This design comes from an exercise in tuning for small area on the open sky130 flow, not from production work.
The RTL was checked by simulation tests, not by an equivalence proof against the original design.
No activity file was given, so power comes from the tool's default toggle rates.

Setup of the reference run:
==> module vis_fifo, before the edit <==
module vis_fifo #(
  parameter int W = 13
) (
  input  logic        vis_clock,
  input  logic        vis_reset,
  input  logic        wr_i,
  input  logic [W-1:0] word_i,
  input  logic        ready_i,
  output logic        valid_o,
  output logic [W-1:0] word_o,     
  output logic        overflow_o
);
  logic [W-1:0] sh [8];
  logic [3:0]  count;
  logic        full;
  logic        push;
  logic        pop;
  assign full    = count[3];   
  assign valid_o = (count != 4'd0);
  assign push    = wr_i && !full;
  assign pop     = valid_o && ready_i;
  assign word_o  = sh[3'(count - 1'b1)];
  always_ff @(posedge vis_clock) begin
    if (push) begin
      sh[0] <= word_i;
      for (int i = 1; i < 8; i++) sh[i] <= sh[i-1];
    end
  end
  always_ff @(posedge vis_clock) begin
    if (vis_reset) begin
      count      <= '0;
      overflow_o <= 1'b0;
    end else begin
      count <= count + 4'(push) - 4'(pop);
      if (wr_i && full) overflow_o <= 1'b1;
    end
  end
endmodule
==> module byte_serializer, before the edit <==
module byte_serializer (
  input  logic        vis_clock,
  input  logic        vis_reset,
  input  logic        valid_i,
  input  logic [11:0] word_i,      
  input  logic        m_tready_i,
  output logic        ready_o,
  output logic        m_tvalid_o,
  output logic [7:0]  m_tdata_o,
  output logic        m_tlast_o
);
  logic        busy;
  logic [2:0]  idx;
  logic [10:0] sc;
  logic [11:0] sw;
  logic        slast;
  logic [6:0]  dv;
  assign ready_o = !busy;
  always_ff @(posedge vis_clock) begin
    if (vis_reset) begin
      busy <= 1'b0;
      idx  <= '0;
    end else if (valid_i && !busy) begin
      busy <= 1'b1;
      idx  <= '0;
    end else if (busy && m_tready_i) begin
      idx <= idx + 1'b1;
      if (idx == 3'd7) busy <= 1'b0;
    end
  end
  always_ff @(posedge vis_clock) begin
    if (valid_i && !busy) {sc, slast} <= word_i;
  end
  assign sw = sc[10] ? {sc[9], sc[9] ? 5'd0 : sc[4:0], sc[8], sc[8] ? 5'd0 : sc[4:0]}
                     : {1'b0, sc[9:5], 1'b0, sc[4:0]};
  logic [6:0] sum;
  assign sum = {1'b0, sw[11:6]} + ({1'b0, sw[5:0]} ^ {7{idx[2]}}) + 7'(idx[2]);
  assign dv  = idx[2] ? sum : {sum[6:5] - 2'd1, sum[4:0]};
  assign m_tvalid_o = busy;
  assign m_tdata_o  = (idx[1:0] == 2'd0) ? {dv, 1'b0} : {8{dv[6]}};
  assign m_tlast_o  = busy && slast && (idx == 3'd7);
endmodule
==> module toy_correlator, before the edit <==
module toy_correlator (
  input  logic       vis_clock,
  input  logic       vis_reset,
  input  logic       sig_valid_i,
  input  logic [3:0] sig_idata_i,
  input  logic [3:0] sig_qdata_i,
  input  logic       m_tready_i,
  output logic       vis_start_o,
  output logic       vis_frame_o,
  output logic       m_tvalid_o,
  output logic [7:0] m_tdata_o,
  output logic       m_tlast_o,
  output logic       vis_overflow_o
);
  logic [2:0] wcnt;      
  logic [1:0] blk;       
  logic       rst_d;     
  logic       block_done;
  logic       frame_end;
  assign block_done = sig_valid_i && (wcnt == 3'd7);
  assign frame_end  = block_done && (blk == 2'd3) && !vis_reset;
  always_ff @(posedge vis_clock) begin
    rst_d <= vis_reset;
    if (vis_reset) begin
      wcnt        <= '0;
      blk         <= '0;
      vis_start_o <= 1'b0;
      vis_frame_o <= 1'b0;
    end else begin
      if (sig_valid_i) wcnt <= wcnt + 1'b1;
      if (block_done) blk <= blk + 1'b1;
      vis_start_o <= block_done && !vis_frame_o;
      if (block_done) vis_frame_o <= 1'b1;
    end
  end
  logic [6:0] pend;
  logic [2:0] ph;
  logic       strobe;
  logic [5:0] sel;
  logic       wr;
  assign strobe = pend[6] && (ph == 3'd1);
  assign wr     = strobe && !pend[0];
  always_comb begin
    for (int k = 0; k < 6; k++) sel[k] = strobe && pend[k+1] && !pend[k];
  end
  always_ff @(posedge vis_clock) begin
    ph <= frame_end ? 3'd0 : ph + 1'b1;
    if (vis_reset) begin
      pend <= '0;
    end else if (frame_end) begin
      pend <= '1;
    end else if (strobe) begin
      pend <= {pend[5:0], 1'b0};
    end
  end
  logic [11:0] acc_word;
  logic [10:0] acc_code;
  logic        x5, y5;
  logic        q_valid;
  logic        q_ready;
  logic [11:0] q_code;
  assign x5       = acc_word[11];
  assign y5       = acc_word[5];
  assign acc_code = (x5 || y5) ? {1'b1, x5, y5, 3'b000, (y5 && !x5) ? acc_word[10:6] : acc_word[4:0]}
                               : {1'b0, acc_word[10:6], acc_word[4:0]};
  vis_accumulator u_accum (
    .vis_clock   (vis_clock),
    .vis_reset   (vis_reset),
    .rst_d       (rst_d),
    .frame_end   (frame_end),
    .sig_valid_i (sig_valid_i),
    .sig_idata_i (sig_idata_i),
    .sig_qdata_i (sig_qdata_i),
    .pend        (pend[6:1]),
    .sel         (sel),
    .word_o      (acc_word)
  );
  vis_fifo #(.W(12)) u_fifo (
    .vis_clock  (vis_clock),
    .vis_reset  (vis_reset),
    .wr_i       (wr),
    .word_i     ({acc_code, sel[5]}),
    .ready_i    (q_ready),
    .valid_o    (q_valid),
    .word_o     (q_code),
    .overflow_o (vis_overflow_o)
  );
  byte_serializer u_serializer (
    .vis_clock  (vis_clock),
    .vis_reset  (vis_reset),
    .valid_i    (q_valid),
    .word_i     (q_code),
    .m_tready_i (m_tready_i),
    .ready_o    (q_ready),
    .m_tvalid_o (m_tvalid_o),
    .m_tdata_o  (m_tdata_o),
    .m_tlast_o  (m_tlast_o)
  );
endmodule
Settings: LEC_CHECK=0, CAP_MARGIN=0, CORE_MARGIN=2, CORE_UTILIZATION=70, SLEW_MARGIN=0; clock period 6.0 ns.
standard.sh (not shown) runs the stock make flow with config.mk's settings and CLKGATE_MAP_FILE= SYNTH_SCRIPT=/design/flow/synth_recipe.tcl, a recipe that flattens the netlist after the stock synthesis.
==> flow/flow/run.sh <==
#!/bin/bash
# Own synthesis (flow/synth.tcl: the standard one with an area-oriented ABC
# mapping), then the standard layout from the synthesized netlist, with the
# smallest buffer on each port and a clock tree without dummy loads.
set -euo pipefail
W=$(pwd)
export OWN_ABC_SCRIPT="$W/flow/area.abc"
export BUFFER_PORTS_ARGS="-buffer_cell sky130_fd_sc_hd__buf_1"
export CTS_ARGS="-sink_clustering_enable -repair_clock_nets -sink_clustering_size 16 -sink_clustering_max_diameter 60 -buf_list sky130_fd_sc_hd__clkbuf_8 -dont_use_dummy_load"
sed -e "s#SYNTH_SCRIPT=[^ ]*#SYNTH_SCRIPT=$W/flow/synth.tcl#" standard.sh > own_synth.sh
bash own_synth.sh synth > synth.log 2>&1
bash standard.sh > standard.log 2>&1
==> flow/flow/area.abc <==
&get -n
&st
&dch
&nf -R 1000 -p -F 8 -A 4
&put
&get -n
&st
&dch
&nf -R 1000 -p -F 8 -A 4
&put
&get -n
&st
&dch
&nf -R 1000 -p -F 8 -A 4
&put
==> flow/flow/synth.tcl <==
# synth_recipe.tcl (the standard synthesis), with the final ABC mapping run for
# area and the arithmetic left to ABC instead of fixed half/full-adder cells.
# Flip-flops are mapped before ABC runs, so the registers, their names and
# cell types are those of the standard synthesis.
proc synth {args} { yosys synth -nofsm -noshare {*}$args }
proc extract_fa {args} { }
proc abc {args} {
  foreach o {-script -D} {
    set i [lsearch -exact $args $o]
    if { $i >= 0 } { set args [lreplace $args $i [expr {$i + 1}]] }
  }
  yosys abc {*}$args -script $::env(OWN_ABC_SCRIPT)
}
source $::env(SCRIPTS_DIR)/synth.tcl
# left out here: clear keep_hierarchy, flatten, clean up, hide names made inside functions, write 1_2_yosys.v
### the reference run -> the trial run
--- a/flow/design.v
+++ b/flow/design.v
@@ -62,25 +62,23 @@
     end
   end
 endmodule
 `default_nettype wire
 `timescale 1ns/1ps
 `default_nettype none
-module vis_fifo #(
-  parameter int W = 13
-) (
+module vis_fifo (
   input  logic        vis_clock,
   input  logic        vis_reset,
   input  logic        wr_i,
-  input  logic [W-1:0] word_i,
+  input  logic [12:0] word_i,
   input  logic        ready_i,
   output logic        valid_o,
-  output logic [W-1:0] word_o,     
+  output logic [12:0] word_o,     
   output logic        overflow_o
 );
-  logic [W-1:0] sh [8];
+  logic [12:0] sh [8];
   logic [3:0]  count;
   logic        full;
   logic        push;
   logic        pop;
   assign full    = count[3];   
   assign valid_o = (count != 4'd0);
@@ -107,22 +105,21 @@
 `timescale 1ns/1ps
 `default_nettype none
 module byte_serializer (
   input  logic        vis_clock,
   input  logic        vis_reset,
   input  logic        valid_i,
-  input  logic [11:0] word_i,      
+  input  logic [12:0] word_i,
   input  logic        m_tready_i,
   output logic        ready_o,
   output logic        m_tvalid_o,
   output logic [7:0]  m_tdata_o,
   output logic        m_tlast_o
 );
   logic        busy;
   logic [2:0]  idx;
-  logic [10:0] sc;
   logic [11:0] sw;
   logic        slast;
   logic [6:0]  dv;
   assign ready_o = !busy;
   always_ff @(posedge vis_clock) begin
     if (vis_reset) begin
@@ -134,16 +131,14 @@
     end else if (busy && m_tready_i) begin
       idx <= idx + 1'b1;
       if (idx == 3'd7) busy <= 1'b0;
     end
   end
   always_ff @(posedge vis_clock) begin
-    if (valid_i && !busy) {sc, slast} <= word_i;
-  end
-  assign sw = sc[10] ? {sc[9], sc[9] ? 5'd0 : sc[4:0], sc[8], sc[8] ? 5'd0 : sc[4:0]}
-                     : {1'b0, sc[9:5], 1'b0, sc[4:0]};
+    if (valid_i && !busy) {sw, slast} <= word_i;
+  end
   logic [6:0] sum;
   assign sum = {1'b0, sw[11:6]} + ({1'b0, sw[5:0]} ^ {7{idx[2]}}) + 7'(idx[2]);
   assign dv  = idx[2] ? sum : {sum[6:5] - 2'd1, sum[4:0]};
   assign m_tvalid_o = busy;
   assign m_tdata_o  = (idx[1:0] == 2'd0) ? {dv, 1'b0} : {8{dv[6]}};
   assign m_tlast_o  = busy && slast && (idx == 3'd7);
@@ -204,48 +199,42 @@
       pend <= '1;
     end else if (strobe) begin
       pend <= {pend[5:0], 1'b0};
     end
   end
   logic [11:0] acc_word;
-  logic [10:0] acc_code;
-  logic        x5, y5;
   logic        q_valid;
   logic        q_ready;
-  logic [11:0] q_code;
-  assign x5       = acc_word[11];
-  assign y5       = acc_word[5];
-  assign acc_code = (x5 || y5) ? {1'b1, x5, y5, 3'b000, (y5 && !x5) ? acc_word[10:6] : acc_word[4:0]}
-                               : {1'b0, acc_word[10:6], acc_word[4:0]};
+  logic [12:0] q_word;
   vis_accumulator u_accum (
     .vis_clock   (vis_clock),
     .vis_reset   (vis_reset),
     .rst_d       (rst_d),
     .frame_end   (frame_end),
     .sig_valid_i (sig_valid_i),
     .sig_idata_i (sig_idata_i),
     .sig_qdata_i (sig_qdata_i),
     .pend        (pend[6:1]),
     .sel         (sel),
     .word_o      (acc_word)
   );
-  vis_fifo #(.W(12)) u_fifo (
+  vis_fifo u_fifo (
     .vis_clock  (vis_clock),
     .vis_reset  (vis_reset),
     .wr_i       (wr),
-    .word_i     ({acc_code, sel[5]}),
+    .word_i     ({acc_word, sel[5]}),
     .ready_i    (q_ready),
     .valid_o    (q_valid),
-    .word_o     (q_code),
+    .word_o     (q_word),
     .overflow_o (vis_overflow_o)
   );
   byte_serializer u_serializer (
     .vis_clock  (vis_clock),
     .vis_reset  (vis_reset),
     .valid_i    (q_valid),
-    .word_i     (q_code),
+    .word_i     (q_word),
     .m_tready_i (m_tready_i),
     .ready_o    (q_ready),
     .m_tvalid_o (m_tvalid_o),
     .m_tdata_o  (m_tdata_o),
     .m_tlast_o  (m_tlast_o)
   );
==> run notes <==
[compare] base=the reference run new=the trial run: cell internal power dissipation went up by about 2.7%, share of layout cells above drive strength 1 dropped 0.39 points.
Sum of net half-perimeters after detailed placement: the trial run better than the reference run
In the tables for the trial run and the reference run, first-pass GRT wire length reads lower with the reference run.
The trial run: multiplexer share of the synthesized area lower than the reference run
Compared with the reference run, in the trial run design area picked up an extra about 0.9%, count of vias placed by the detailed router down 1.3%, critical path buffer and inverter count shrank by 1.
Diff the reference run -> the trial run | area growth from synthesis to layout | decrease of 0.44 points
There was hardly any difference in total power between the trial run and the reference run.
Combinational power was higher in the reference run than in the trial run.
Going from the reference run to the trial run, worst slack on hold paths was more or less identical, smallest setup slack after layout went down by 150 ps.

separate check: timing with driven ports:
The results above use ideal ports. As a check the final layouts listed here were re-extracted and re-timed, cells and wires unchanged.
Step 1, drivers: a clkbuf_16 drives vis_clock and a buf_2 each remaining input, both assumed.
Step 2 times the ports against the registers' clock, not the clock port: input delays grow and output delays shrink by t, the midpoint of the rising clock arrivals with the driver on.
Three values: no drivers, after step 1, after step 2; two values: the first two.
run	t (ns)	setup WS [ns]	worst setup path at the end	cell pins on the clock port's net
the reference run	0.545	0.852 / 0.812 / 1.358	register to output	1
the trial run	0.550	0.703 / 0.659 / 1.209	register to output	1
After both steps setup and hold are still met in every run listed.
